Context: an optimization exercise on an open-source flow, tuned for small area, a short achievable clock period and few clock cycles per item. The choices shown serve that exercise and are no tape-out recipe. Function was checked by simulation only, so behaviour that the tests miss may differ from the original.

**flow/run.sh**
```bash
#!/bin/bash
# synth_recipe.tcl (not shown) runs the flow's synth.tcl, then flattens the netlist and writes it again
# the make line also repeats each setting of config.mk as NAME=value (left out here)
make -C /OpenROAD-flow-scripts/flow DESIGN_CONFIG=/design/flow/config.mk WORK_HOME=/design/flow/orfs CLKGATE_MAP_FILE= SYNTH_SCRIPT=/design/flow/synth_recipe.tcl finish
```
**flow/config.mk**
```make
export PLATFORM = sky130hd
export DESIGN_NAME = anubis_round_engine
export DESIGN_NICKNAME = anubis_round_engine
export VERILOG_FILES = /design/flow/design.v
export SDC_FILE = /design/flow/constraint.sdc
export NUM_CORES = 4
export LEC_CHECK = 0
export ABC_CLOCK_PERIOD_IN_PS = 2400
export CAP_MARGIN = 20
export CORE_MARGIN = 2
export CORE_UTILIZATION = 40
export PLACE_DENSITY = 0.55
export SETUP_SLACK_MARGIN = 4.6
export SLEW_MARGIN = 20
```
**flow/constraint.sdc**
```tcl
create_clock -name core_clock -period 7.0 [get_ports {clk}]
set_input_delay 1.4000 -clock core_clock [delete_from_list [all_inputs] [get_ports {clk}]]
set_output_delay 1.4000 -clock core_clock [all_outputs]
set_load 0.01 [all_outputs]
```
**flow/design.v**
```verilog
module anubis_round_engine #(
    parameter int ROUNDS = 12,
    parameter int IDXW   = 5
) (
    input  logic            clk,
    input  logic            reset,
    input  logic            in_valid,
    output logic            in_ready,
    input  logic [127:0]    in_dat,
    output logic [IDXW-1:0] rk_idx,
    input  logic [127:0]    rk_dat,
    output logic            out_valid,
    input  logic            out_ready,
    output logic [127:0]    out_dat
);
    localparam logic [63:0] PTAB = 64'h128769adcb450ef3;
    localparam logic [63:0] QTAB = 64'h81b7d40fc32a65e9;
    function automatic logic [3:0] pbox(input logic [3:0] x);
        pbox = PTAB[4*x +: 4];
    endfunction
    function automatic logic [3:0] qbox(input logic [3:0] x);
        qbox = QTAB[4*x +: 4];
    endfunction
    function automatic logic [7:0] sbox(input logic [7:0] x);
        logic [7:0] a, b;
        a    = {pbox(x[7:4]), qbox(x[3:0])};
        a    = {a[7:6], a[3:2], a[5:4], a[1:0]};
        b    = {qbox(a[7:4]), pbox(a[3:0])};
        b    = {b[7:6], b[3:2], b[5:4], b[1:0]};
        sbox = {pbox(b[7:4]), qbox(b[3:0])};
    endfunction
    function automatic logic [7:0] x2(input logic [7:0] x);
        x2 = {x[6:0], 1'b0} ^ (x[7] ? 8'h1d : 8'h00);
    endfunction
    function automatic logic [7:0] x4(input logic [7:0] x);
        x4 = x2(x2(x));
    endfunction
    function automatic logic [7:0] byte_of(input logic [127:0] v, input int unsigned n);
        byte_of = v[8*(15-n) +: 8];
    endfunction
    function automatic logic [31:0] theta_row(input logic [31:0] g);
        logic [7:0] g0, g1, g2, g3, d01, d02, d13, d23;
        g0  = g[31:24];
        g1  = g[23:16];
        g2  = g[15:8];
        g3  = g[7:0];
        d01 = g0 ^ g1;
        d02 = g0 ^ g2;
        d13 = g1 ^ g3;
        d23 = g2 ^ g3;
        theta_row = {g0 ^ x2(d13) ^ x4(d23),
                     g1 ^ x2(d02) ^ x4(d23),
                     g2 ^ x2(d13) ^ x4(d01),
                     g3 ^ x2(d02) ^ x4(d01)};
    endfunction
    logic [127:0] ra, rb;              
    logic         ph;                  
    logic [1:0]   busy;                
    logic [3:0]   rc0, rc1;            
    logic         ld;                  
    logic         last;                
    logic         stall;
    logic [127:0] gt_vec, th_vec, b_vec, ra_nxt;
    assign stall   = out_valid & ~out_ready;
    assign in_ready = ld;
    assign out_dat = ra;
    always_comb begin
        for (int unsigned i = 0; i < 4; i++)
            for (int unsigned j = 0; j < 4; j++)
                gt_vec[8*(15-(4*i+j)) +: 8] = sbox(byte_of(ra, 4*j+i));
        for (int unsigned i = 0; i < 4; i++)
            th_vec[32*(3-i) +: 32] = theta_row(rb[32*(3-i) +: 32]);
        b_vec  = ld ? in_dat : (last ? rb : th_vec);
        ra_nxt = b_vec ^ rk_dat;
    end
    always_ff @(posedge clk) begin
        if (!stall) begin
            ra <= ra_nxt;
            rb <= gt_vec;
        end
    end
    logic       nph;
    logic [1:0] busy_n;
    logic [3:0] rc_cur, rc_oth, rc_cur_n;
    logic       fin;
    assign rc_cur = ph ? rc1 : rc0;
    assign rc_oth = ph ? rc0 : rc1;
    always_comb begin
        nph      = ~ph;
        busy_n   = busy;
        rc_cur_n = rc_cur;
        fin      = 1'b0;
        if (busy[ph]) begin
            if (rc_cur == 4'(ROUNDS)) begin
                busy_n[ph] = 1'b0;
                fin        = 1'b1;
            end
            rc_cur_n = rc_cur + 4'd1;
        end else if (ld && in_valid) begin
            busy_n[ph] = 1'b1;
            rc_cur_n   = 4'd1;
        end
    end
    always_ff @(posedge clk) begin
        if (reset) begin
            ph        <= 1'b0;
            busy      <= 2'b00;
            rc0       <= 4'd0;
            rc1       <= 4'd0;
            ld        <= 1'b1;
            last      <= 1'b0;
            out_valid <= 1'b0;
            rk_idx    <= '0;
        end else if (!stall) begin
            ph        <= nph;
            busy      <= busy_n;
            if (ph) rc1 <= rc_cur_n;
            else    rc0 <= rc_cur_n;
            out_valid <= fin;
            ld        <= ~busy[nph] & ~fin & ~(ld & in_valid);
            last      <= busy[nph] & (rc_oth == 4'(ROUNDS));
            rk_idx    <= busy[nph] ? IDXW'(rc_oth) : '0;
        end
    end
endmodule
```
==> results.toml, run 1 <==
[critical_path]
critPathLaunchType = "flop"
crit_path_end_kind = "flop"
rr_endpoint = "rb[62]"
reg2reg_depth = 16
arrival_ps = 3480
r2r_setup_slack_ps = 3920
crit_fanout = 4
regToRegStartpoint = "ra[105]"
crit_required_ps = 7400
crit_type = "reg2reg"

[timing]
setup_viol = 0
clock_skew_ps = 19.32
finalHoldViolations = 0
timing.final.ws_setup_ps = 3923
final.min_clock_period_ps = 3077
fmaxAchievable_mhz = 325.0
max_slew_margin_pct = 46.77
worst_pin_slew_ps = 795.9
maxSlewViolCount = 0
finalSetupTns_ps = 0
rsz0062_at_grt = "yes"
finalCritPeriodShare_pct = 43.95

[final_layout]
regArea_um2 = 8063
layout-drive-gt1-share_pct = 47.42
area_delta_synth_final_pct = 65.03
multi_input_area_um2 = 29590
fillers = 6201
num-nets-final = 5245

[die]
dieArea_um2 = 82320
die_w_um = 286.9
design.core.area_um2 = 79130
ios = 395
die_h_um = 286.9
row_count = 103
start_util_pct = 40.46

[place]
port_buffers = 393
dpl.hpwl_um = 67850
place_ws_ps = 2964
gp_congestion = 0.8420

[status]
status = "complete, no violations"

[synthesis]
synth_area_um2 = 32020
synth_top_family_by_area = "XOR/XNOR gates"
synth_top_area_share_pct = 24.01
ys_top_cells_by_area = "edfxtp_1 24%, ha_1 13%, xnor2_1 12%"
synth_area_leader_cell = "edfxtp_1"
yosys_warnings = 1
synth.most_common_cell = "xnor2_1"
avgSynthCellArea_um2 = 9.243
synth_fa_ha_area_share_pct = 13.05
synthCells = 3464
synthXorXnorAreaFrac_pct = 17.56
async_flop_share_pct = 0
seq_area_frac_synth_pct = 25.14
synthTopCellsByCount = "425 x xnor2_1, 334 x ha_1, 319 x mux2i_1"
synth-seq-cells = 274
synth-edff-count = 256
synth_top_flop_cell = "edfxtp_1"
synth_fp_nets = 4058
ys_types = 90
synth-simple-area-share_pct = 11.61
synth-compound-area-share_pct = 13.44
synth_mux_area_share_pct = 14.40

[cts]
cts_root_buf = "clkbuf_16"
clk_pin_slew_worst_paths_ps = 60
numCtsBuffers = 40
clock_latency_ps = 570
cts.sinks = 274
htreeDepth = 2
cts_tree = "yes"
clock_path_buffers = 3

[grt]
grt_usage_pct = 24.25
grt_overflow = 0
grt_pass1_vias = 28560
grt_max_degree = 100
antenna_found_initial = 6
grt_pass1_wl_um = 158200

[min_path]
min_path_cells = 2
hp-class = "reg2reg"
holdPathEnd = "rk_idx[2]"
hold_start = "rk_idx[2]"

[flow_run]
maxCapViolCount = 0

[detailed_routing]
drtPass1Iterations = 5
ant_nets = 0
viasPerCell = 5.147
vias = 29510
drcViolationCount = 0
finalWirelength_um = 108600
detail_route.wl_per_cell_um = 18.95
drtIter0Drc = 1243

[power]
sequential cells by signal, summed over array words and instances, names as in the netlist, named ones only:
| signal | cells |
|---|---|
| ra | 128 |
| rk_idx | 4 |
| ld | 1 |
| out_valid | 1 |
| ph | 1 |
| rc0 | 4 |
| rc1 | 4 |
| rb | 128 |
| last | 1 |
per-layer routing:
metal  vias up  share of wire [%]  wire, µm  track usage [%]
met4         8                2.4      2643            5.742
met1     14350                 44     47550            31.38
met3       133                3.8      4149            3.302
li1      14530                  -         -                -
met2       492                 50     54250            42.60
met5         -              0.044        48                0
critical path, stage by stage (launching register included):
cell and delay, ps:
edfxtp_1 480, buf_6 140, ha_2 140, inv_1 70, mux4_2 530, buf_6 150
inv_2 60, ha_4 110, inv_1 40, nor2_1 120, o21ai_1 100, o31a_1 140
ha_1 290, inv_2 90, a21oi_4 40, a31o_2 230, mux2i_2 170
timing repair:
item / CTS / global route
resized for setup: 1437 / 549
setup buffers: 657 / 199
hold buffers: 0 / 0
pin swaps: 256 / 250
endpoints found under the setup margin: 589 / 319
gates cloned: 11 / 2
worst max path at each step:
stage	start	endpoint	slack (ps)	cells after the start
floorplan	ra[9]	rb[38]	3930	15
global placement	out_ready	ra[14]	3000	4
detailed placement	out_ready	ra[14]	2960	4
CTS	ra[105]	rb[62]	4010	13
global route	ra[105]	rb[62]	3800	13
finish	ra[105]	rb[62]	3920	16
area by class of cell:
| class | count | area share, % |
|---|---|---|
| repair buffers | 1260 | 21.50 |
| flip-flops and latches | 274 | 15.26 |
| multi-input cells | 2814 | 56.00 |
| diodes | 2 | 0.009472 |
| repair inverters | 3 | 0.1445 |
| clock buffers | 55 | 2.119 |
| well taps | 1050 | 2.486 |
| inverters | 258 | 2.148 |
| clock inverters | 18 | 0.3363 |
cells in the final DEF, fill, tap and decap left out, types with 32 or more instances in the layout:
cell type,n
o21ai_1,50
mux2i_1,266
edfxtp_1,256
nor3_1,39
o211ai_1,41
clkbuf_16,42
o21ai_2,39
nor2_1,256
a21oi_2,64
a21oi_1,65
xnor2_1,364
mux2_4,36
buf_2,62
nand2_1,144
mux2i_4,33
buf_6,301
mux4_2,32
ha_4,160
ha_1,137
inv_4,38
xnor2_2,48
buf_4,615
a21oi_4,35
inv_1,106
clkdlybuf4s50_1,258
inv_2,105
xor2_1,181
ha_2,37
cell families (layout without fill, tap and decap cells):
group	after synthesis	count (layout)
other	1	3
and+or+nand+nor	798	798
DFF	274	274
buffers and inverters	384	1594
adders and majority gates	334	334
AOI/OAI and AO/OA	620	623
muxes	411	416
xor gates and xnor gates	642	642
through the flow:
step	hold slack, ps	area (µm²)	utilization (%)	std cells
2_1_floorplan	469.9	33830	-	3464
3_3_place_gp	442.7	38460	48.60	4790
3_5_place_dp	454.2	38460	48.60	4790
4_1_cts	467.2	48810	61.69	5531
5_1_grt	476.5	52840	66.77	5734
6_report	468.0	52840	66.77	5734
Testbench counts, summed over its fixed seeds: cycles 6,680, items 512.
==> run 2: changes to the inputs <==
--- a/flow/config.mk
+++ b/flow/config.mk
@@ -7,8 +7,6 @@
 export LEC_CHECK = 0
-export ABC_CLOCK_PERIOD_IN_PS = 2400
 export CAP_MARGIN = 20
 export CORE_MARGIN = 2
-export CORE_UTILIZATION = 40
-export PLACE_DENSITY = 0.55
-export SETUP_SLACK_MARGIN = 4.6
+export CORE_UTILIZATION = 50
+export PLACE_DENSITY = 0.6
 export SLEW_MARGIN = 20
==> run 2 against run 1 <==
Effect of this change: non-clock buffer count decreased by 860; critical path type unchanged; critical endpoint is now rb[118]; highest routed layer is now met4.
==> results.toml, run 2 <==
[status]
status = "complete, no violations"

[synthesis]
synthCells = 3464
synth.most_common_cell = "xnor2_1"
ys_top_cells_by_area = "edfxtp_1 24%, ha_1 13%, xnor2_1 12%"
synth_top_area_share_pct = 24.01
async_flop_share_pct = 0
avgSynthCellArea_um2 = 9.243
synth_top_flop_cell = "edfxtp_1"
seq_area_frac_synth_pct = 25.14
synth_area_leader_cell = "edfxtp_1"
synthTopCellsByCount = "425 x xnor2_1, 334 x ha_1, 319 x mux2i_1"
synth_area_um2 = 32020
synth-edff-count = 256
ys_types = 90
synth_fp_nets = 4058
yosys_warnings = 1
synth-seq-cells = 274

[cts]
cts_setup_buffers = 0
ctsResizeCount = 0
numCtsBuffers = 37
cts_tree = "yes"
cts_root_buf = "clkbuf_16"
clock_path_buffers = 3
cts.sinks = 274
clk_pin_slew_worst_paths_ps = 60
clock_latency_ps = 560
htreeDepth = 2
holdBufCountCts = 0

[detailed_routing]
vias = 25430
drtPass1Iterations = 6
viasPerCell = 5.466
ant_nets = 0
drtIter0Drc = 1514
detail_route.wl_per_cell_um = 18.13
drcViolationCount = 0
finalWirelength_um = 84330

[grt]
grt_usage_pct = 24.68
grt_pass1_vias = 24890
antenna_found_initial = 1
grt_max_degree = 139
grt_pass1_wl_um = 132400
grt_overflow = 0

[critical_path]
crit_type = "reg2reg"
arrival_ps = 4120
crit_required_ps = 7300
crit_path_end_kind = "flop"
critPathLaunchType = "flop"
crit_fanout = 7

[place]
dp_cells = 4583
dpl.hpwl_um = 66340
port_buffers = 393
gp_congestion = 0.8717

[die]
design.core.area_um2 = 63200
ios = 395
dieArea_um2 = 66070
start_util_pct = 50.66
row_count = 92
die_h_um = 257.1
die_w_um = 257.1

[timing]
rsz0062_at_grt = "no"
finalCritPeriodShare_pct = 54.70
worst_pin_slew_ps = 1012
finalSetupTns_ps = 0
setup_viol = 0
max_slew_margin_pct = 31.49
maxSlewViolCount = 0
fmaxAchievable_mhz = 261.2
finalHoldViolations = 0
clock_skew_ps = 22.40
final.min_clock_period_ps = 3829

[min_path]
hp-class = "reg2reg"

[final_layout]
stdcell_count = 4652
top_regs = "ra (128), rb (128)"
mostFrequentLayoutCell = "xnor2_1"
layout-drive-gt1-share_pct = 6.360
num-nets-final = 4371
area_delta_synth_final_pct = 17.98
fillers = 5377
final_cell_mix = "425 x xnor2_1, 393 x clkdlybuf4s50_1, 334 x ha_1"

[flow_run]
maxCapViolCount = 0
## run 2: cell counts after synthesis
No cell type changed its count.
## run 2: per-layer routing
layer  routed length (µm)  vias to the layer above  track usage [%]
met3                 3758                       83            4.068
li1                     -                    12730                -
met1                37870                    12170            32.07
met4                 1496                        0            5.459
met5                    0                        -                0
met2                41200                      449            42.87
## run 2: kinds of logic (layout without fill, tap and decap cells)
group           Yosys count  count (layout)  synth area share (%)
compound gates          620             620                 13.44
fa+ha+maj               334             334                 13.05
xor+xnor                642             642                 17.56
other cells               1               2               0.01171
mux                     411             411                 14.40
flops                   274             274                 25.14
buf+inv                 384             725                 4.783
simple gates            798             798                 11.61
## run 2: critical path, stage by stage, from the launching register on
cell and delay [ps]:
edfxtp_1 460, inv_1 120, ha_1 330, mux2_2 270
a2bb2oi_1 380, inv_1 150, ha_1 350, mux2i_1 160
nor2_1 60, a21oi_1 450, ha_1 370, or2_2 300
a21oi_1 140, a21oi_1 50
## run 2: final cells by class
cell class | count | area, µm² | area share [%]
clock buffers | 45 | 998.5 | 2.643
diodes | 1 | 2.502 | 0.006624
repair buffers | 400 | 3996 | 10.58
well taps | 846 | 1059 | 2.802
inverters | 258 | 980.9 | 2.597
multi-input cells | 2806 | 22450 | 59.43
clock inverters | 22 | 235.2 | 0.6227
flip-flops and latches | 274 | 8055 | 21.32
## run 2: path summary, 6_finish.rpt
check               to       from  slack (ps)  depth (start not counted)
min reg2reg  rk_idx[0]  rk_idx[0]         470                          2
min          rk_idx[0]  rk_idx[0]         470                          2
max            rb[118]     ra[88]        3170                         13
max reg2reg    rb[118]     ra[88]        3170                         13
## run 2: stage by stage
step	setup slack [ps]	hold WS (ps)	util [%]	area [µm²]
floorplan	1226	470.1	-	32020
global placement	2906	447.2	57.79	36520
detailed placement	2894	464.7	57.79	36520
CTS	3186	473.0	59.75	37760
global route	2842	489.2	59.77	37780
finish	3171	468.2	59.77	37780
==> run 3: changes to the inputs <==
--- a/flow/config.mk
+++ b/flow/config.mk
@@ -7,2 +7,3 @@
 export LEC_CHECK = 0
+export ABC_CLOCK_PERIOD_IN_PS = 3000
 export CAP_MARGIN = 20
@@ -11,2 +12,3 @@
 export PLACE_DENSITY = 0.6
+export SETUP_SLACK_MARGIN = 3.0
 export SLEW_MARGIN = 20
==> run 3 against run 2 <==
Effect of this change: flip-flop and latch count unchanged; via count barely moved; design area is essentially flat; synthesized area unchanged; synthesized cell count unchanged; setup slack better by 37 ps; first-iteration DRC count up 3.8%; critical endpoint is now ra[62]; highest routed layer unchanged.
==> results.toml, run 3 <==
[status]
status = "complete, no violations"

[critical_path]
crit_required_ps = 7120
regToRegStartpoint = "ra[9]"
crit_path_end_kind = "flop"
reg2reg_depth = 14
crit_fanout = 174
r2r_setup_slack_ps = 3280
critPathMaxStageDelay_ps = 780
critPathLaunchType = "input pin"
crit_type = "in2reg"
crit_chain = "clkdlybuf4s50_1, nor2b_1, clkinv_8, buf_12"
slowest_stage = "nor2b_1"
arrival_ps = 3910
rr_endpoint = "rb[34]"

[synthesis]
synthTopCellsByCount = "425 x xnor2_1, 334 x ha_1, 319 x mux2i_1"
synth-edff-count = 256
synth-seq-cells = 274
async_flop_share_pct = 0
ys_types = 90
ys_top_cells_by_area = "edfxtp_1 24%, ha_1 13%, xnor2_1 12%"
synthCells = 3464
seq_area_frac_synth_pct = 25.14
yosys_warnings = 1
synth_top_flop_cell = "edfxtp_1"
synth_top_area_share_pct = 24.01
synth.most_common_cell = "xnor2_1"
avgSynthCellArea_um2 = 9.243
synth_area_um2 = 32020
synth_fp_nets = 4058
synth_area_leader_cell = "edfxtp_1"

[cts]
clock_latency_ps = 570
cts.sinks = 274
numCtsBuffers = 36
clock_path_buffers = 3
htreeDepth = 2
cts_root_buf = "clkbuf_16"
clk_pin_slew_worst_paths_ps = 60
cts_tree = "yes"

[final_layout]
stdcell_count = 4649
area_delta_synth_final_pct = 18.05
mostFrequentLayoutCell = "xnor2_1"
layout-drive-gt1-share_pct = 6.577
final_cell_mix = "425 x xnor2_1, 393 x clkdlybuf4s50_1, 334 x ha_1"
top_regs = "ra (128), rb (128)"
num-nets-final = 4369

[min_path]
hold_start = "rk_idx[2]"
holdPathEnd = "rk_idx[2]"
min_path_cells = 2
hp-class = "reg2reg"

[timing]
setup_viol = 0
final.min_clock_period_ps = 3792
clock_skew_ps = 23.32
finalCritPeriodShare_pct = 54.17
rsz0062_at_grt = "no"
max_slew_margin_pct = 29.86
fmaxAchievable_mhz = 263.7
maxSlewViolCount = 0
finalHoldViolations = 0
worst_pin_slew_ps = 1046
finalSetupTns_ps = 0

[detailed_routing]
viasPerCell = 5.469
drtIter0Drc = 1571
finalWirelength_um = 83950
detail_route.wl_per_cell_um = 18.06
drcViolationCount = 0
ant_nets = 0
drtPass1Iterations = 5
vias = 25420

[die]
die_w_um = 257.1
row_count = 92
ios = 395
die_h_um = 257.1
start_util_pct = 50.66
design.core.area_um2 = 63200
dieArea_um2 = 66070

[grt]
antenna_found_initial = 2
grt_usage_pct = 24.44
grt_pass1_vias = 24800
grt_pass1_wl_um = 131300
grt_max_degree = 175
grt_overflow = 0

[flow_run]
maxCapViolCount = 0

[place]
gp_congestion = 0.8428
dp_cells = 4583
dpl.hpwl_um = 65330
port_buffers = 393

[power]
run 3: cell counts after synthesis:
No cell type changed its count.
run 3: how the worst max path moves through the flow:
stage / depth (start not counted) / slack, ps / start / endpoint
finish: 4 / 3210 / out_ready / ra[62]
CTS: 13 / 3130 / ra[88] / rb[118]
floorplan: 6 / 3290 / out_ready / rc1[0]
detailed placement: 4 / 2710 / out_ready / ra[46]
global route: 13 / 3000 / ra[89] / rb[118]
global placement: 4 / 2770 / out_ready / ra[46]
run 3: through the flow:
stage / hold slack, ps / instance area (µm²) / setup WS [ps] / utilization, %
after floorplan: 470.2 / 32030 / 3289 / -
after global placement: 447.0 / 36520 / 2770 / 57.79
after detailed placement: 455.0 / 36520 / 2712 / 57.79
after CTS: 462.8 / 37750 / 3130 / 59.74
after global routing: 486.3 / 37800 / 3001 / 59.81
final: 459.2 / 37800 / 3208 / 59.81
run 3: worst max-delay path, delay by kind of cell:
family        cells  cell delay (ps)
simple gates      1              780
buf+inv           3             1490
run 3: area by class of cell:
| type | instances | area (µm²) |
|---|---|---|
| clock inverter | 25 | 314.1 |
| fill | 5339 | 25400 |
| tap | 846 | 1059 |
| clock buffer | 39 | 912.1 |
| multi-input combinational | 2806 | 22480 |
| sequential | 274 | 8055 |
| inverter | 258 | 980.9 |
| antenna | 2 | 5.005 |
| timing repair buffer | 399 | 3991 |
run 3: logic make-up (layout without fill, tap and decap cells):
kind of cell	Yosys count	after routing	share of synthesized area, %
flops	274	274	25.14
mux	411	411	14.40
other cells	1	3	0.01171
compound gates	620	620	13.44
simple gates	798	798	11.61
xor+xnor	642	642	17.56
buf+inv	384	721	4.783
fa+ha+maj	334	334	13.05
run 3: repair_timing:
item                       CTS  global route
setup buffers                0             0
setup endpoints to repair    0            20
hold buffers                 0             0
resized for setup            0             8
run 3: per-layer routing:
| metal | wire (µm) | part of all wire (%) | vias up | track usage (%) |
|---|---|---|---|---|
| met4 | 1495 | 1.8 | 0 | 5.249 |
| li1 | - | - | 12740 | - |
| met5 | 0 | 0 | - | 0 |
| met3 | 3350 | 4.0 | 87 | 3.142 |
| met1 | 38300 | 46 | 12070 | 32.59 |
| met2 | 40800 | 49 | 529 | 42.23 |
==> run 4: changes to the inputs <==
==> flow/flow/run.sh (new file) <==
#!/bin/bash
# Standard synthesis, then the combinational logic re-mapped by ABC for area
# (flip-flops untouched), then the standard layout from floorplan on.
set -euo pipefail
WORK=$(pwd)
R=$WORK/orfs/results/$FLOW_PLATFORM/anubis_round_engine/base
YOSYS=$(command -v yosys || echo "$FLOW_HOME/../tools/install/yosys/bin/yosys")
bash standard.sh synth > synth_std.log 2>&1
cp "$R/1_2_yosys.v" "$WORK/std_synth.v"
PLATFORM_LIB=$FLOW_HOME/platforms/sky130hd/lib/sky130_fd_sc_hd__tt_025C_1v80.lib \
NET_IN=$WORK/std_synth.v NET_OUT=$WORK/remap.v ABC_ARGS="-D 2000" \
    "$YOSYS" -c flow/remap.tcl > remap.log 2>&1
cp "$WORK/remap.v" "$R/1_2_yosys.v"
rm -f "$R/1_synth.odb" "$R/1_synth.sdc"
bash standard.sh BUFFER_PORTS_ARGS="-buffer_cell sky130_fd_sc_hd__buf_1" finish > layout.log 2>&1
==> flow/flow/remap.tcl (new file) <==
# Re-map the combinational logic of the standard synthesis netlist for area.
# Flip-flops stay the instances (names and cell types) the standard synthesis made.
yosys -import
set LIB $::env(PLATFORM_LIB)
read_liberty -ignore_miss_func -ignore_miss_dir $LIB
read_verilog $::env(NET_IN)
hierarchy -top $::env(FLOW_TOP)
blackbox sky130_fd_sc_hd__df* sky130_fd_sc_hd__edf* sky130_fd_sc_hd__sdf* sky130_fd_sc_hd__dl* sky130_fd_sc_hd__sedf* sky130_fd_sc_hd__conb_1
flatten
opt -purge
abc {*}$::env(ABC_ARGS) -liberty $LIB -dont_use sky130_fd_sc_hd__probe_p_8 -dont_use sky130_fd_sc_hd__probec_p_8 -dont_use sky130_fd_sc_hd__lpflow_*
opt_clean -purge
hilomap -singleton -hicell sky130_fd_sc_hd__conb_1 HI -locell sky130_fd_sc_hd__conb_1 LO
splitnets
opt_clean -purge
stat -liberty $LIB

write_verilog -noattr -nohex -nodec $::env(NET_OUT)
==> flow/standard.sh (new file) <==
#!/bin/bash
# synth_recipe.tcl (not shown) runs the flow's synth.tcl, then flattens the netlist and writes it again
# the make line also repeats each setting of config.mk as NAME=value (left out here)
make -C /OpenROAD-flow-scripts/flow DESIGN_CONFIG=/design/flow/config.mk WORK_HOME=/design/flow/orfs CLKGATE_MAP_FILE= SYNTH_SCRIPT=/design/flow/synth_recipe.tcl "${@:-finish}"
--- a/flow/config.mk
+++ b/flow/config.mk
@@ -7,3 +7,2 @@
 export LEC_CHECK = 0
-export ABC_CLOCK_PERIOD_IN_PS = 3000
 export CAP_MARGIN = 20
@@ -11,4 +10,4 @@
 export CORE_UTILIZATION = 50
+export CTS_BUF_LIST = sky130_fd_sc_hd__clkbuf_8 sky130_fd_sc_hd__clkbuf_4
 export PLACE_DENSITY = 0.6
-export SETUP_SLACK_MARGIN = 3.0
 export SLEW_MARGIN = 20
removed: flow/run.sh
==> run 4 against run 3 <==
Effect of this change: routed wire length down 17%; first-iteration DRC count down 13%; synthesized cell count down 15%; still clean on timing, DRC and antenna; critical path depth up 5; worst hold slack worse by 2.4 ps; highest routed layer is now met5.
==> results.toml, run 4 <==
[status]
status = "complete, no violations"

[die]
row_count = 81
start_util_pct = 50.78
die_h_um = 227.2
dieArea_um2 = 51620
design.core.area_um2 = 49050
die_w_um = 227.2
ios = 395

[timing]
final.min_clock_period_ps = 3420
worst_pin_slew_ps = 1051
finalSetupTns_ps = 0
max_slew_margin_pct = 29.49
clock_skew_ps = 36.31
rsz0062_at_grt = "no"
finalHoldViolations = 0
maxSlewViolCount = 0
fmaxAchievable_mhz = 292.4
setup_viol = 0
finalCritPeriodShare_pct = 48.86

[detailed_routing]
drtIter0Drc = 1373
ant_nets = 0
viasPerCell = 5.480
drtPass1Iterations = 5
detail_route.wl_per_cell_um = 16.96
drcViolationCount = 0
vias = 22520
finalWirelength_um = 69710

[place]
post_dp_cell_area_um2 = 27290
gp_congestion = 0.9060
dpl.hpwl_um = 53350
port_buffers = 393
dp_cells = 4015

[cts]
numCtsBuffers = 52
cts_setup_buffers = 0
htreeDepth = 2
cts.sinks = 274
cts_tree = "yes"
clock_latency_ps = 660
clock_path_buffers = 3
ctsResizeCount = 0
cts_root_buf = "clkbuf_8"
clk_pin_slew_worst_paths_ps = 60
holdBufCountCts = 0

[critical_path]
crit_start = "ra[115]"
rr_endpoint = "rb[90]"
r2r_setup_slack_ps = 3580
arrival_ps = 3820
regToRegStartpoint = "ra[115]"
crit_type = "reg2reg"
crit_path_end_kind = "flop"
crit_required_ps = 7400
crit_fanout = 7
critPathLaunchType = "flop"
reg2reg_depth = 9

[final_layout]
stdcell_count = 4110
regArea_um2 = 8055
multi_input_area_um2 = 16600
antennaDiodeCount = 0
design_area_um2 = 28410
area_delta_synth_final_pct = 14.04
layout-drive-gt1-share_pct = 2.641
final_util_pct = 57.92
mostFrequentLayoutCell = "xnor2_1"
num-nets-final = 3665
fillers = 4573
final_cell_mix = "445 x xnor2_1, 393 x buf_1, 346 x o21ai_0"
top_regs = "ra (128), rb (128)"

[grt]
antenna_found_initial = 3
met2_usage_pct = 44.65
grt_usage_pct = 26.24
grt_util_met1_pct = 33.90
grt_overflow = 0
grt_use_met3_pct = 3.911
grt_pass1_vias = 21110
grt_max_degree = 137
busiest_layer = "met2"
grt_pass1_wl_um = 107300

[min_path]
holdPathEnd = "rk_idx[0]"
min_path_cells = 2
hp-class = "reg2reg"
hold_start = "rk_idx[0]"

[synthesis]
yosys_warnings = 1
synthCells = 2953
synth_fp_nets = 3213
synth_area_um2 = 24910
avgSynthCellArea_um2 = 8.436

[flow_run]
maxCapViolCount = 0
## run 4: worst max-delay path by stage
| stage | end | slack, ps | cells past startpoint |
|---|---|---|---|
| final | rb[90] | 3580 | 9 |
| after global placement | ra[33] | 2820 | 4 |
| after global routing | rb[90] | 3260 | 8 |
| after CTS | flop | 3480 | 5 |
| after detailed placement | ra[32] | 2790 | 4 |
| after floorplan | flop | 1020 | 4 |
## run 4: layer usage
metal | wire [µm] | share of wire, % | up-vias
met3 | 3492 | 5.0 | 116
met5 | 29 | 0.042 | -
met1 | 30960 | 44 | 10570
li1 | - | - | 11310
met2 | 33040 | 47 | 525
met4 | 2184 | 3.1 | 4
## run 4: cell type report
type	count	area share (%)
clock inverters	28	0.8941
multi-input cells	2608	58.43
flip-flops and latches	274	28.35
well taps	664	2.924
inverters	71	0.9822
repair buffers	398	5.369
clock buffers	67	3.048
## run 4: worst max-delay path, stage by stage (launching register included)
cell,delay (ps)
edfxtp_1,480
o21ai_0,440
o21ai_0,210
nand3_1,200
a21oi_1,120
a21boi_0,150
a311oi_1,830
a21boi_0,290
or2_0,320
o2bb2ai_1,130
## run 4: per-stage QoR
| step | setup slack (ps) | hold WS, ps |
|---|---|---|
| after floorplan | 1016 | 439.4 |
| after global placement | 2820 | 447.1 |
| after detailed placement | 2788 | 453.7 |
| after CTS | 3475 | 462.1 |
| after global routing | 3258 | 483.4 |
| final | 3580 | 456.7 |
==> run 5: changes to the inputs <==
--- a/flow/config.mk
+++ b/flow/config.mk
@@ -12,2 +12,3 @@
 export PLACE_DENSITY = 0.6
+export SETUP_SLACK_MARGIN = 4.0
 export SLEW_MARGIN = 20
==> run 5 against run 4 <==
Effect of this change: still clean; critical path type unchanged; highest routed layer unchanged; flip-flop and latch count did not move; count of clock-buffer cells in the layout rose by 7.
==> results.toml, run 5 <==
[status]
status = "complete, no violations"

[cts]
clk_pin_slew_worst_paths_ps = 50
clock_latency_ps = 650
cts_root_buf = "clkbuf_8"
clock_path_buffers = 3
htreeDepth = 2
numCtsBuffers = 53
cts.sinks = 274
cts_tree = "yes"
holdBufCountCts = 0

[timing]
worst_pin_slew_ps = 1000
setup_viol = 0
fmaxAchievable_mhz = 338.8
finalHoldViolations = 0
final.min_clock_period_ps = 2952
rsz0062_at_grt = "yes"
finalCritPeriodShare_pct = 42.17
max_slew_margin_pct = 33.31
maxSlewViolCount = 0
clock_skew_ps = 23.37
finalSetupTns_ps = 0

[die]
die_h_um = 227.2
die_w_um = 227.2
row_count = 81
design.core.area_um2 = 49050
dieArea_um2 = 51620
ios = 395
start_util_pct = 50.78

[final_layout]
area_delta_synth_final_pct = 16.20
num-nets-final = 3679
final_cell_mix = "433 x xnor2_1, 393 x buf_1, 334 x o21ai_0"
stdcell_count = 4130
top_regs = "ra (128), rb (128)"
fillers = 4541
mostFrequentLayoutCell = "xnor2_1"
layout-drive-gt1-share_pct = 4.938

[grt]
antenna_found_initial = 4
grt_pass1_vias = 20820
grt_pass1_wl_um = 107000
grt_max_degree = 192
grt_usage_pct = 26.26
grt_overflow = 0

[detailed_routing]
detail_route.wl_per_cell_um = 17.32
drtPass1Iterations = 6
viasPerCell = 5.492
finalWirelength_um = 71540
drcViolationCount = 0
ant_nets = 0
vias = 22680
drtIter0Drc = 1355

[place]
dpl.hpwl_um = 54070
gp_congestion = 0.9144
dp_cells = 4016
port_buffers = 393

[critical_path]
critPathLaunchType = "flop"
crit_fanout = 8
crit_type = "reg2reg"
crit_start = "ra[37]"
critPathCapture = "rb[8]"
crit_path_end_kind = "flop"
crit_required_ps = 7370
reg2reg_depth = 9
arrival_ps = 3330
rr_endpoint = "rb[8]"
regToRegStartpoint = "ra[37]"
r2r_setup_slack_ps = 4050

[synthesis]
synth_area_um2 = 24910
synthCells = 2953
synth_fp_nets = 3213
yosys_warnings = 1
avgSynthCellArea_um2 = 8.436

[min_path]
hp-class = "reg2reg"
min_path_cells = 2

[flow_run]
maxCapViolCount = 0
run 5: timing repair:
action                                  4_1_cts  5_1_grt
endpoints found under the setup margin       12      153
setup buffers                                 0       11
gates resized for setup                      10       57
pin swaps                                     0        7
gates cloned                                  0        1
run 5: per-stage QoR:
stage | hold WS (ps) | utilization, % | instance area (µm²) | setup slack [ps]
floorplan | 439.4 | - | 24950 | 3902
global placement | 445.3 | 55.67 | 27300 | 3404
detailed placement | 450.8 | 55.67 | 27300 | 3339
CTS | 458.6 | 58.20 | 28550 | 4011
global route | 482.8 | 59.01 | 28950 | 3888
finish | 457.5 | 59.01 | 28950 | 4048
run 5: worst min path at each step:
stage                    from   endpoint  slack (ps)
detailed placement  rk_idx[0]  rk_idx[0]         450
CTS                 rk_idx[0]  rk_idx[0]         460
global placement    rk_idx[0]  rk_idx[0]         450
global route        rk_idx[0]  rk_idx[0]         480
finish              rk_idx[0]  rk_idx[0]         460
floorplan              rc1[3]     rc1[3]         440
run 5: final cells by class:
cell class,count,area [µm²],area share [%]
clock inverter,25,280.3,0.9682
timing repair buffer,410,1627,5.619
sequential,274,8055,27.83
clock buffer,74,905.9,3.129
tap,664,830.8,2.870
multi-input combinational,2608,16930,58.50
inverter,71,296.5,1.024
antenna,3,7.507,0.02593
timing repair inverter,1,11.26,0.03890
run 5: layer usage:
metal / wire [µm] / global-route usage (%) / part of all wire (%)
met1: 31750 / 34.22 / 44
met2: 33820 / 44.31 / 47
met3: 3588 / 3.536 / 5.0
met4: 2371 / 10.08 / 3.3
met5: 11 / 0 / 0.015
run 5: worst max-delay path, stage by stage (launching register included):
cell	delay, ps
edfxtp_1	510
xnor3_1	420
nor2_1	50
a31oi_1	290
and2_0	250
o21ai_0	150
xnor2_2	330
a21bo_1	260
mux2_1	290
a2bb2oi_1	130
==> run 6: changes to the inputs <==
--- a/flow/config.mk
+++ b/flow/config.mk
@@ -12,3 +12,3 @@
 export PLACE_DENSITY = 0.6
-export SETUP_SLACK_MARGIN = 4.0
+export SETUP_SLACK_MARGIN = 4.4
 export SLEW_MARGIN = 20
==> run 6 against run 5 <==
Effect of this change: sequential share of layout area decreased by 4.6 points; final cell count increased by 8.4%.
==> results.toml, run 6 <==
[cts]
clock_path_buffers = 3
holdBufCountCts = 0
clock_latency_ps = 670
htreeDepth = 2
cts_tree = "yes"
clk_pin_slew_worst_paths_ps = 60
numCtsBuffers = 52
cts.sinks = 274
cts_root_buf = "clkbuf_8"

[die]
die_h_um = 227.2
ios = 395
row_count = 81
design.core.area_um2 = 49050
die_w_um = 227.2
dieArea_um2 = 51620
start_util_pct = 50.78

[final_layout]
top_regs = "ra (128), rb (128)"
final_cell_mix = "373 x xnor2_1, 338 x buf_4, 306 x nand2_1"
final_util_pct = 70.84
fillers = 3900
layout-drive-gt1-share_pct = 27.63
mostFrequentLayoutCell = "xnor2_1"
num-nets-final = 4028
area_delta_synth_final_pct = 39.50

[grt]
grt_pass1_wl_um = 114700
grt_max_degree = 101
antenna_found_initial = 7
grt_overflow = 0
grt_usage_pct = 28.17
grt_pass1_vias = 22450

[detailed_routing]
drcViolationCount = 0
finalWirelength_um = 80190
drtIter0Drc = 1422
drtPass1Iterations = 7
viasPerCell = 5.491
vias = 24570
ant_nets = 0
detail_route.wl_per_cell_um = 17.92

[timing]
timing.final.ws_setup_ps = 4248
clock_skew_ps = 29.41
setup_viol = 0
maxSlewViolCount = 0
finalHoldViolations = 0
finalSetupTns_ps = 0
final.min_clock_period_ps = 2753
fmaxAchievable_mhz = 363.3
worst_pin_slew_ps = 1014
rsz0062_at_grt = "yes"
max_slew_margin_pct = 32.41
finalCritPeriodShare_pct = 39.32

[synthesis]
avgSynthCellArea_um2 = 8.436
synth_area_um2 = 24910
yosys_warnings = 1
synthCells = 2953
synth_fp_nets = 3213

[critical_path]
arrival_ps = 1350
critPathLaunchType = "flop"
crit_fanout = 2
r2r_setup_slack_ps = 4320
crit_chain = "buf_6, buf_6"
critPathMaxStageDelay_ps = 430
crit_path_end_kind = "primary output"
crit_type = "reg2out"
crit_top_cell = "buf_6"
slowest_stage = "edfxtp_1"
crit_required_ps = 5600

[min_path]
hp-class = "reg2reg"

[place]
dpl.hpwl_um = 53630
gp_congestion = 0.8880
place_ws_ps = 3317
port_buffers = 393

[status]
status = "complete, no violations"

[flow_run]
maxCapViolCount = 0
==> run 6: cell types whose count changed in the layout (fill, tap and decap cells not counted), moves of 35 or more <==
cell      change
a21oi_2      +43
clkbuf_2     +95
xnor2_2      +51
o21ai_0      -79
xnor2_1      -60
buf_1       -124
xor2_2       +35
nor2_1       -36
buf_6        +53
xor2_1       -56
o21ai_1      +38
buf_4       +323
a21oi_1      -56
o21ai_2      +38
==> run 6: final timing paths <==
check	from	end	depth (start not counted)
setup / recovery	ra[68]	out_dat[68]	2
hold reg to reg	rk_idx[0]	rk_idx[0]	2
setup reg to reg	ra[121]	rb[121]	12
hold / removal	rk_idx[0]	rk_idx[0]	2
==> run 6: layout make-up <==
class                           instances  area, µm²  share of cell area [%]
Clock inverter                         26      216.5                  0.6229
Sequential cell                       274       8055                   23.18
Inverter                               71      297.8                  0.8569
Clock buffer                           68      873.3                   2.513
Tap cell                              664      830.8                   2.391
Multi-Input combinational cell       2608      19790                   56.94
Timing Repair inverter                  1      16.27                 0.04681
Antenna cell                            3      7.507                 0.02160
Timing Repair Buffer                  760       4666                   13.43
==> run 6: what timing repair did <==
item | 4_1_cts | 5_1_grt
gates resized for setup | 244 | 646
setup buffers | 224 | 138
endpoints found under the setup margin | 355 | 287
gates cloned | 1 | 0
pin swaps | 41 | 148
==> run 6: per-layer routing <==
layer	track usage [%]	part of all wire [%]	vias to the layer above
met5	0	0.072	-
met4	9.783	3.2	8
met3	4.517	5.9	162
met2	49.08	50	674
met1	35.37	41	11720
li1	-	-	12010
==> run 6: worst max-delay path, delay by kind of cell, from the launching register on <==
kind     cells  cell delay, ps
buf+inv      2             260
flops        1             430
==> run 6: stage by stage <==
| step | hold slack [ps] | instance area, µm² | cells |
|---|---|---|---|
| 2_1_floorplan | 439.4 | 25020 | 2953 |
| 3_3_place_gp | 445.0 | 27370 | 4015 |
| 3_5_place_dp | 453.7 | 27370 | 4015 |
| 4_1_cts | 461.7 | 31200 | 4334 |
| 5_1_grt | 484.7 | 34750 | 4474 |
| 6_report | 461.4 | 34750 | 4475 |
==> run 7: changes to the inputs <==
--- a/flow/flow/run.sh
+++ b/flow/flow/run.sh
@@ -2,3 +2,4 @@
 # Standard synthesis, then the combinational logic re-mapped by ABC for area
-# (flip-flops untouched), then the standard layout from floorplan on.
+# (flip-flops untouched), then the standard layout from floorplan on, with
+# small input-port buffers and stronger output-port buffers.
 set -euo pipefail
@@ -14,2 +15,3 @@
 rm -f "$R/1_synth.odb" "$R/1_synth.sdc"
-bash standard.sh BUFFER_PORTS_ARGS="-buffer_cell sky130_fd_sc_hd__buf_1" finish > layout.log 2>&1
+export PRE_GLOBAL_PLACE_TCL=$WORK/flow/outbuf.tcl
+bash standard.sh BUFFER_PORTS_ARGS="-inputs -buffer_cell sky130_fd_sc_hd__buf_1" finish > layout.log 2>&1
==> flow/flow/outbuf.tcl (new file) <==
# Buffer the output ports with a stronger buffer than the input ports get.
buffer_ports -outputs -buffer_cell sky130_fd_sc_hd__buf_4
--- a/flow/config.mk
+++ b/flow/config.mk
@@ -10,5 +10,7 @@
 export CORE_UTILIZATION = 50
-export CTS_BUF_LIST = sky130_fd_sc_hd__clkbuf_8 sky130_fd_sc_hd__clkbuf_4
+export CTS_BUF_LIST = sky130_fd_sc_hd__clkbuf_16 sky130_fd_sc_hd__clkbuf_8
+export CTS_CLUSTER_DIAMETER = 80
+export CTS_CLUSTER_SIZE = 30
 export PLACE_DENSITY = 0.6
-export SETUP_SLACK_MARGIN = 4.4
+export SETUP_SLACK_MARGIN = 4.25
 export SLEW_MARGIN = 20
==> run 7 against run 6 <==
Effect of this change: still clean on timing, DRC and antenna; flip-flop and latch count did not move; non-clock buffer count is 377 lower; via count is 7.3% lower; first-iteration DRC count increased by 0.35%; setup slack worse by 23 ps; sequential share of layout area rose by 3.1 points; die area stayed put; highest routed layer unchanged.
==> results.toml, run 7 <==
[timing]
setup_viol = 0
finalCritPeriodShare_pct = 39.65
timing.final.ws_setup_ps = 4224
finalSetupTns_ps = 0
final.min_clock_period_ps = 2776
max_slew_margin_pct = 41.56
clock_skew_ps = 20.26
fmaxAchievable_mhz = 360.3
maxSlewViolCount = 0
worst_pin_slew_ps = 876.7
rsz0062_at_grt = "yes"
finalHoldViolations = 0

[detailed_routing]
drcViolationCount = 0
drtPass1Iterations = 5
drtIter0Drc = 1427
finalWirelength_um = 75150
ant_nets = 0
detail_route.wl_per_cell_um = 18.54
viasPerCell = 5.617
vias = 22770

[die]
ios = 395
die_w_um = 227.2
dieArea_um2 = 51620
design.core.area_um2 = 49050
die_h_um = 227.2
row_count = 81
start_util_pct = 50.78

[grt]
grt_max_degree = 98
grt_pass1_wl_um = 110800
grt_overflow = 0
antenna_found_initial = 9
grt_usage_pct = 27.23
grt_pass1_vias = 20940

[flow_run]
maxCapViolCount = 0

[cts]
cts_tree = "yes"
numCtsBuffers = 26
clock_path_buffers = 3
htreeDepth = 1
cts_root_buf = "clkbuf_16"
cts.sinks = 274
holdBufCountCts = 0
clock_latency_ps = 580
clk_pin_slew_worst_paths_ps = 80

[critical_path]
arrival_ps = 3090
crit_type = "reg2reg"
crit_required_ps = 7320
crit_path_end_kind = "flop"
crit_fanout = 6
critPathLaunchType = "flop"

[final_layout]
mostFrequentLayoutCell = "xnor2_1"
num-nets-final = 3627
top_regs = "ra (128), rb (128)"
design_area_um2 = 30690
layout-drive-gt1-share_pct = 14.64
fillers = 4276
final_cell_mix = "394 x xnor2_1, 309 x nand2_1, 283 x xor2_1"
final_util_pct = 62.57
area_delta_synth_final_pct = 23.21

[place]
gp_congestion = 0.8929
place_ws_ps = 3295
dpl.hpwl_um = 53670
post_dp_cell_area_um2 = 26800
port_buffers = 393

[status]
status = "complete, no violations"

[synthesis]
avgSynthCellArea_um2 = 8.436
yosys_warnings = 1
synth_area_um2 = 24910
synthCells = 2953
synth_fp_nets = 3213

[min_path]
hp-class = "reg2reg"
## run 7: stage by stage
| stage | hold slack [ps] | std cells |
|---|---|---|
| floorplan | 439.4 | 2953 |
| global placement | 469.7 | 3879 |
| detailed placement | 474.8 | 3879 |
| CTS | 492.8 | 3963 |
| global route | 511.8 | 4054 |
| finish | 493.7 | 4054 |
## run 7: worst paths after layout
path | cells past startpoint | slack [ps] | endpoint | start
worst max-delay path | 9 | 4220 | rb[8] | ra[33]
worst min-delay path | 2 | 490 | rc1[1] | rc1[1]
worst max register to register | 9 | 4220 | rb[8] | ra[33]
worst min register to register | 2 | 490 | rc1[1] | rc1[1]
## run 7: cell type report
| cell class | count | area [µm²] | share of cell area [%] |
|---|---|---|---|
| Antenna cell | 3 | 7.507 | 0.02446 |
| Clock buffer | 27 | 675.6 | 2.201 |
| Clock inverter | 21 | 229.0 | 0.7460 |
| Inverter | 71 | 299.0 | 0.9743 |
| Multi-Input combinational cell | 2610 | 18640 | 60.75 |
| Sequential cell | 274 | 8055 | 26.25 |
| Tap cell | 664 | 830.8 | 2.707 |
| Timing Repair Buffer | 383 | 1934 | 6.303 |
| Timing Repair inverter | 1 | 16.27 | 0.05300 |
## run 7: timing repair
item	4_1_cts	5_1_grt
gates resized for setup	126	352
setup buffers	33	88
gates cloned	3	0
pin swaps	25	92
setup endpoints to repair	233	149
## run 7: metal layers
metal	track usage (%)	wire length, µm	vias up
li1	-	-	11160
met1	34.54	31640	10840
met2	46.22	35860	628
met3	5.589	5081	131
met4	9.108	2501	12
met5	0	78	-
## run 7: worst max-delay path, cell delays in order, from the launching register on
cell and delay (ps):
edfxtp_1 550, nor2b_4 210, o21ai_2 210, xor2_2 270, buf_4 170, a21oi_1 40, o31a_1 340, or2_1 260
mux2_1 320, a2bb2oi_1 140
==> run 8: changes to the inputs <==
--- a/flow/config.mk
+++ b/flow/config.mk
@@ -14,3 +14,3 @@
 export PLACE_DENSITY = 0.6
-export SETUP_SLACK_MARGIN = 4.25
+export SETUP_SLACK_MARGIN = 4.0
 export SLEW_MARGIN = 20
==> run 8 against run 7 <==
Effect of this change: still clean on timing, DRC and antenna; setup slack lost 99 ps; count of clock-buffer cells in the layout is 2 higher; final cell count decreased by 2.5%; critical path depth did not move; sequential share of layout area grew 2.0 points; first-iteration DRC count fell by 2.7%; synthesized cell count did not move; clock skew down 4.6 ps; highest routed layer unchanged.
==> results.toml, run 8 <==
[status]
status = "complete, no violations"

[die]
ios = 395
die_w_um = 227.2
row_count = 81
die_h_um = 227.2
start_util_pct = 50.78
design.core.area_um2 = 49050
dieArea_um2 = 51620

[final_layout]
final_cell_mix = "426 x xnor2_1, 328 x o21ai_0, 321 x xor2_1"
mostFrequentLayoutCell = "xnor2_1"
fillers = 4534
layout-drive-gt1-share_pct = 4.865
area_delta_synth_final_pct = 14.43
final_util_pct = 58.11
num-nets-final = 3527
design_area_um2 = 28500
antennaDiodeCount = 0
top_regs = "ra (128), rb (128)"

[grt]
grt_pass1_vias = 20470
grt_overflow = 0
grt_max_degree = 141
grt_usage_pct = 26.06
antenna_found_initial = 3
grt_pass1_wl_um = 107000

[cts]
htreeDepth = 1
clock_path_buffers = 3
cts_root_buf = "clkbuf_16"
cts_tree = "yes"
cts.sinks = 274
numCtsBuffers = 28
clk_pin_slew_worst_paths_ps = 70
clock_latency_ps = 590

[detailed_routing]
ant_nets = 0
drcViolationCount = 0
finalWirelength_um = 70270
drtPass1Iterations = 5
drtIter0Drc = 1389
vias = 22080
viasPerCell = 5.585
detail_route.wl_per_cell_um = 17.78

[timing]
finalCritPeriodShare_pct = 41.07
fmaxAchievable_mhz = 347.9
timing.final.ws_setup_ps = 4125
final.min_clock_period_ps = 2875
clock_skew_ps = 15.69
max_slew_margin_pct = 31.38
rsz0062_at_grt = "yes"
finalSetupTns_ps = 0
worst_pin_slew_ps = 1029
maxSlewViolCount = 0
setup_viol = 0
finalHoldViolations = 0

[synthesis]
avgSynthCellArea_um2 = 8.436
synthCells = 2953
synth_area_um2 = 24910
yosys_warnings = 1
synth_fp_nets = 3213

[place]
dpl.hpwl_um = 54030
gp_congestion = 0.9022
post_dp_cell_area_um2 = 26810
port_buffers = 393
place_ws_ps = 3526

[critical_path]
crit_required_ps = 7330
arrival_ps = 3210
critPathLaunchType = "flop"
crit_start = "ra[37]"
crit_fanout = 7
r2r_setup_slack_ps = 4130
regToRegStartpoint = "ra[37]"
crit_type = "reg2reg"
crit_path_end_kind = "flop"

[min_path]
hold_start = "rc1[1]"
hp-class = "reg2reg"

[flow_run]
maxCapViolCount = 0
-- run 8: what timing repair did --
action,4_1_cts,5_1_grt
endpoints found under the hold margin,0,0
pin swaps,1,16
hold buffers,0,0
gates resized for setup,18,92
setup endpoints to repair,27,135
buffers inserted,2,14
gates cloned,0,2
-- run 8: path summary, 6_finish.rpt --
kind	to	cells after the start
setup reg to reg	rb[8]	9
hold reg to reg	rc1[1]	2
setup / recovery	rb[8]	9
hold / removal	rc1[1]	2
-- run 8: area by class of cell --
class                           instances  area, µm²  share of cell area [%]
Clock buffer                           29      725.7                   2.546
Clock inverter                         23      290.3                   1.018
Inverter                               71      292.8                   1.027
Multi-Input combinational cell       2610      17160                   60.19
Sequential cell                       274       8055                   28.26
Tap cell                              664      830.8                   2.915
Timing Repair Buffer                  282       1154                   4.047
-- run 8: metal layers --
metal / routed length, µm / up-vias / GRT usage, %
li1: - / 10990 / -
met1: 29840 / 10450 / 33.11
met2: 34460 / 524 / 45.70
met3: 4075 / 105 / 4.672
met4: 1852 / 6 / 6.515
met5: 41 / - / 0
-- run 8: worst max-delay path, cell delays in order, from the launching register on --
cell	delay, ps
edfxtp_1	560
xnor3_1	460
nor2_1	150
a31oi_1	100
and2_0	240
o21ai_0	300
xnor2_2	170
a21bo_1	230
mux2_1	290
a2bb2oi_1	130
-- run 8: stage by stage --
stage                     hold WS (ps)  cells
after CTS                        495.6   3937
after floorplan                  439.4   2953
final                            497.8   3953
after detailed placement         491.0   3883
after global placement           478.0   3883
after global routing             538.5   3953
==> run 9: changes to the inputs <==
--- a/flow/flow/run.sh
+++ b/flow/flow/run.sh
@@ -15,3 +15,3 @@
 rm -f "$R/1_synth.odb" "$R/1_synth.sdc"
-export PRE_GLOBAL_PLACE_TCL=$WORK/flow/outbuf.tcl
+export PRE_RESIZE_TCL=$WORK/flow/outbuf.tcl
 bash standard.sh BUFFER_PORTS_ARGS="-inputs -buffer_cell sky130_fd_sc_hd__buf_1" finish > layout.log 2>&1
--- a/flow/config.mk
+++ b/flow/config.mk
@@ -9,3 +9,3 @@
 export CORE_MARGIN = 2
-export CORE_UTILIZATION = 50
+export CORE_UTILIZATION = 65
 export CTS_BUF_LIST = sky130_fd_sc_hd__clkbuf_16 sky130_fd_sc_hd__clkbuf_8
@@ -13,3 +13,3 @@
 export CTS_CLUSTER_SIZE = 30
-export PLACE_DENSITY = 0.6
+export PLACE_DENSITY = 0.75
 export SETUP_SLACK_MARGIN = 4.0
==> run 9 against run 8 <==
Effect of this change: first-iteration DRC count up 28%; final cell count down 0.56%; core utilization is 19 points higher; maximum frequency decreased by 1.9%; critical path depth stayed put; clock skew increased by 35 ps; highest routed layer unchanged; non-clock buffer count increased by 146; sequential share of layout area shrank 0.55 points.
==> results.toml, run 9 <==
[detailed_routing]
finalWirelength_um = 70840
drtIter0Drc = 1775
drcViolationCount = 0
vias = 23550
ant_nets = 0
detail_route.wl_per_cell_um = 18.02
viasPerCell = 5.991
drtPass1Iterations = 6

[timing]
maxSlewViolCount = 0
final.min_clock_period_ps = 2931
fmaxAchievable_mhz = 341.2
rsz0062_at_grt = "yes"
setup_viol = 0
finalHoldViolations = 0
max_slew_margin_pct = 26.71
clock_skew_ps = 50.59
worst_pin_slew_ps = 1099
hold_slack_ps = 489.5
finalSetupTns_ps = 0
finalCritPeriodShare_pct = 41.87

[final_layout]
layout-drive-gt1-share_pct = 8.075
final_cell_mix = "428 x xnor2_1, 335 x o21ai_0, 323 x xor2_1"
area_delta_synth_final_pct = 16.69
stdcell_count = 3931
num-nets-final = 3664
fillers = 2670
mostFrequentLayoutCell = "xnor2_1"
top_regs = "ra (128), rb (128)"
design_area_um2 = 29070

[critical_path]
cp_top_family = "compound AO/OA/AOI/OAI gates"
crit_chain = "xnor3_1, nor2_1, a31oi_1, and2_0, o21ai_0, xnor2_2, a21bo_1, mux2_1, a2bb2oi_1"
crit_type = "reg2reg"
arrival_ps = 3250
crit_fanout = 7
critPathBufInv = 0
critPathMaxStageDelay_ps = 540
slowest_stage = "edfxtp_1"
critPathLaunchType = "flop"
crit_path_end_kind = "flop"
crit_required_ps = 7320

[grt]
busiest_layer = "met2"
grt_max_degree = 133
grt_pass1_vias = 21700
grt_util_met1_pct = 42.56
grt_usage_pct = 33.71
met2_usage_pct = 58.67
grt_use_met3_pct = 4.570
antenna_found_initial = 4
grt_pass1_wl_um = 107300
grt_overflow = 0

[cts]
clock_latency_ps = 580
cts.sinks = 274
holdBufCountCts = 0
cts_root_buf = "clkbuf_16"
numCtsBuffers = 20
clk_pin_slew_worst_paths_ps = 110
clock_path_buffers = 3
cts_tree = "yes"
htreeDepth = 1

[die]
die_h_um = 199.8
start_util_pct = 66.13
ios = 395
row_count = 71
die_w_um = 199.8
dieArea_um2 = 39910
design.core.area_um2 = 37670

[min_path]
hp-class = "reg2reg"

[place]
port_buffers = 259
gp_congestion = 0.9353
post_dp_cell_area_um2 = 27600
dp_cells = 3861
dpl.hpwl_um = 52970

[synthesis]
synth_fp_nets = 3213
synthCells = 2953
avgSynthCellArea_um2 = 8.436
yosys_warnings = 1
synth_area_um2 = 24910

[status]
status = "complete, no violations"

[flow_run]
maxCapViolCount = 0
-- run 9: final cells by class --
cell class / instances / area (µm²) / area share, %
Antenna cell: 2 / 5.005 / 0.01722
Inverter: 71 / 292.8 / 1.007
Tap cell: 511 / 639.4 / 2.200
Timing Repair Buffer: 428 / 2253 / 7.753
Clock buffer: 21 / 525.5 / 1.808
Timing Repair inverter: 1 / 16.27 / 0.05596
Clock inverter: 15 / 244.0 / 0.8394
Multi-Input combinational cell: 2608 / 17040 / 58.61
Sequential cell: 274 / 8055 / 27.71
-- run 9: worst paths after layout --
path         slack [ps]         to  cells after the start      start
max                4070      rb[8]                      9     ra[37]
min                 490  rk_idx[0]                      2  rk_idx[0]
max reg2reg        4070      rb[8]                      9     ra[37]
min reg2reg         490  rk_idx[0]                      2  rk_idx[0]
-- run 9: worst register-to-register path: cells and delay by family, from the launching register on --
| family | cells | cell delay [ps] |
|---|---|---|
| multiplexers | 1 | 300 |
| flip-flops | 1 | 540 |
| AND/OR/NAND/NOR | 2 | 280 |
| XOR/XNOR | 2 | 730 |
| AO/OA/AOI/OAI | 4 | 860 |
-- run 9: per-stage QoR --
stage	utilization, %	setup slack [ps]
after detailed placement	73.28	3306
after global placement	70.61	3498
after global routing	77.16	3900
final	77.17	4069
after floorplan	-	3902
after CTS	75.58	3960
-- run 9: timing repair --
item / CTS / global route
setup buffers: 2 / 29
gates cloned: 1 / 0
resized for setup: 13 / 70
pin swaps: 1 / 13
endpoints found under the setup margin: 21 / 84
-- run 9: metal layers --
metal,share of wire [%],vias to the layer above,routed length [µm]
li1,-,11280,-
met1,40,11070,28400
met2,49,1017,34360
met3,7.4,178,5253
met4,4.0,4,2800
met5,0.038,-,27
==> run 10: changes to the inputs <==
--- a/flow/config.mk
+++ b/flow/config.mk
@@ -9,3 +9,3 @@
 export CORE_MARGIN = 2
-export CORE_UTILIZATION = 65
+export CORE_UTILIZATION = 50
 export CTS_BUF_LIST = sky130_fd_sc_hd__clkbuf_16 sky130_fd_sc_hd__clkbuf_8
@@ -13,3 +13,3 @@
 export CTS_CLUSTER_SIZE = 30
-export PLACE_DENSITY = 0.75
+export PLACE_DENSITY = 0.6
 export SETUP_SLACK_MARGIN = 4.0
==> run 10 against run 9 <==
Effect of this change: worst hold slack worse by 20 ps; synthesized area unchanged; non-clock buffer count shrank 9; maximum frequency rose by 0.52%; first-iteration DRC count shrank 18%; largest cell class unchanged; highest routed layer unchanged.
==> results.toml, run 10 <==
[final_layout]
stdcell_count = 4085
fillers = 4454
final_cell_mix = "431 x xnor2_1, 333 x o21ai_0, 322 x xor2_1"
top_regs = "ra (128), rb (128)"
area_delta_synth_final_pct = 17.66
antennaDiodeCount = 0
design_area_um2 = 29310
layout-drive-gt1-share_pct = 8.009
mostFrequentLayoutCell = "xnor2_1"
num-nets-final = 3661

[synthesis]
synth_area_um2 = 24910
yosys_warnings = 1
synthCells = 2953
synth_fp_nets = 3213
avgSynthCellArea_um2 = 8.436

[critical_path]
crit_type = "reg2reg"
crit_fanout = 7
crit_required_ps = 7330
crit_path_end_kind = "flop"
arrival_ps = 3250
critPathLaunchType = "flop"

[die]
dieArea_um2 = 51620
design.core.area_um2 = 49050
row_count = 81
start_util_pct = 50.78
die_h_um = 227.2
die_w_um = 227.2
ios = 395

[timing]
finalCritPeriodShare_pct = 41.65
max_slew_margin_pct = 41.54
finalHoldViolations = 0
worst_pin_slew_ps = 876.8
setup_viol = 0
maxSlewViolCount = 0
final.min_clock_period_ps = 2916
finalSetupTns_ps = 0
fmaxAchievable_mhz = 343.0
rsz0062_at_grt = "yes"
clock_skew_ps = 27.65

[place]
port_buffers = 259
post_dp_cell_area_um2 = 27820
dpl.hpwl_um = 54350
gp_congestion = 0.8994
dp_cells = 4017

[grt]
grt_overflow = 0
grt_pass1_wl_um = 107000
antenna_found_initial = 5
grt_pass1_vias = 20920
grt_max_degree = 142
grt_usage_pct = 26.07

[cts]
clock_latency_ps = 580
cts.sinks = 274
numCtsBuffers = 26
cts_root_buf = "clkbuf_16"
holdBufCountCts = 0
clk_pin_slew_worst_paths_ps = 80
clock_path_buffers = 3
cts_tree = "yes"
htreeDepth = 1

[detailed_routing]
drtIter0Drc = 1453
ant_nets = 0
viasPerCell = 5.553
drtPass1Iterations = 5
finalWirelength_um = 70710
drcViolationCount = 0
detail_route.wl_per_cell_um = 17.31
vias = 22680

[min_path]
hp-class = "reg2reg"

[flow_run]
maxCapViolCount = 0

[status]
status = "complete, no violations"
-- run 10: repair_timing --
| item | 4_1_cts | 5_1_grt |
|---|---|---|
| resized for setup | 12 | 67 |
| buffers inserted | 2 | 17 |
| pin swaps | 1 | 12 |
| endpoints found under the setup margin | 21 | 154 |
| cloned | 0 | 1 |
-- run 10: layer usage --
layer,global-route usage (%),wire (µm)
met5,0,62
met2,44.69,34020
met1,33.60,30300
met3,3.627,3699
met4,9.235,2627
-- run 10: path summary, 6_finish.rpt --
path,start,end,slack [ps],cells past startpoint
worst max-delay path,ra[70],rb[18],4080,9
worst min-delay path,rk_idx[0],rk_idx[0],470,2
worst max register to register,ra[70],rb[18],4080,9
worst min register to register,rk_idx[0],rk_idx[0],470,2
-- run 10: layout make-up --
| type | count | area, µm² | area share [%] |
|---|---|---|---|
| repair buffers | 419 | 2190 | 7.471 |
| well taps | 664 | 830.8 | 2.835 |
| multi-input cells | 2609 | 17010 | 58.05 |
| clock inverters | 21 | 247.7 | 0.8453 |
| inverters | 71 | 296.5 | 1.012 |
| flip-flops and latches | 274 | 8055 | 27.48 |
| clock buffers | 27 | 675.6 | 2.305 |
-- run 10: critical path, stage by stage, from the launching register on --
cell      delay [ps]
edfxtp_1         520
a21boi_0         360
xor2_2           340
buf_4            180
maj3_1           190
nor2_1            80
o22ai_2          240
nor2b_1          300
nor3_1            90
or3_1            370
-- run 10: through the flow --
stage / hold slack, ps / worst slack (ps) / utilization (%)
6_report: 469.4 / 4084 / 59.75
5_1_grt: 482.6 / 3881 / 59.75
4_1_cts: 469.8 / 4011 / 58.73
3_5_place_dp: 459.1 / 3504 / 56.71
3_3_place_gp: 483.3 / 3531 / 54.66
2_1_floorplan: 439.4 / 3902 / -

-- re-timing with driven ports --
No port has a modelled driver above. Below, the same layouts with a new extraction and two added sets of constraints.
Step 1: set_driving_cell puts a clkbuf_16 on clk and a buf_2 on each other input, an assumption about the parent block.
Step 2 also shifts input and output timing later by t, the mid clock arrival at the registers, as if the neighbouring blocks saw the same clock.
a / b / c = ideal ports / drivers / drivers and shift; a / b = the first two.
run | shift t [ns] | setup WS [ns] | worst setup path after step 2 | slew at the worst register clock pin (ns) | worst slew at a driven data input, ns
run 1 | 0.623 | 3.923 / 3.923 / 3.923 | register to register | 0.06 / 0.06 | 0.12
run 2 | 0.607 | 3.171 / 3.171 / 2.871 | input to register | 0.06 / 0.06 | 0.08
run 3 | 0.617 | 3.208 / 3.230 / 2.614 | input to register | 0.07 / 0.07 | 0.08
run 4 | 0.700 | 3.580 / 3.580 / 3.123 | input to register | 0.07 / 0.07 | 0.09
run 5 | 0.693 | 4.048 / 4.048 / 3.420 | input to register | 0.07 / 0.07 | 0.09
run 6 | 0.710 | 4.248 / 4.191 / 3.927 | input to register | 0.07 / 0.07 | 0.11
run 7 | 0.627 | 4.224 / 4.224 / 3.900 | input to register | 0.08 / 0.08 | 0.10
run 8 | 0.640 | 4.125 / 4.125 / 3.556 | input to register | 0.08 / 0.08 | 0.09
run 9 | 0.613 | 4.069 / 4.069 / 4.044 | input to register | 0.12 / 0.12 | 0.09
run 10 | 0.626 | 4.084 / 4.084 / 3.588 | input to register | 0.09 / 0.09 | 0.10
After both steps setup and hold are still met in every run listed. For run 5, which loses most, drivers alone change the setup slack by 0.000 ns; drivers and shift together by -0.628 ns.
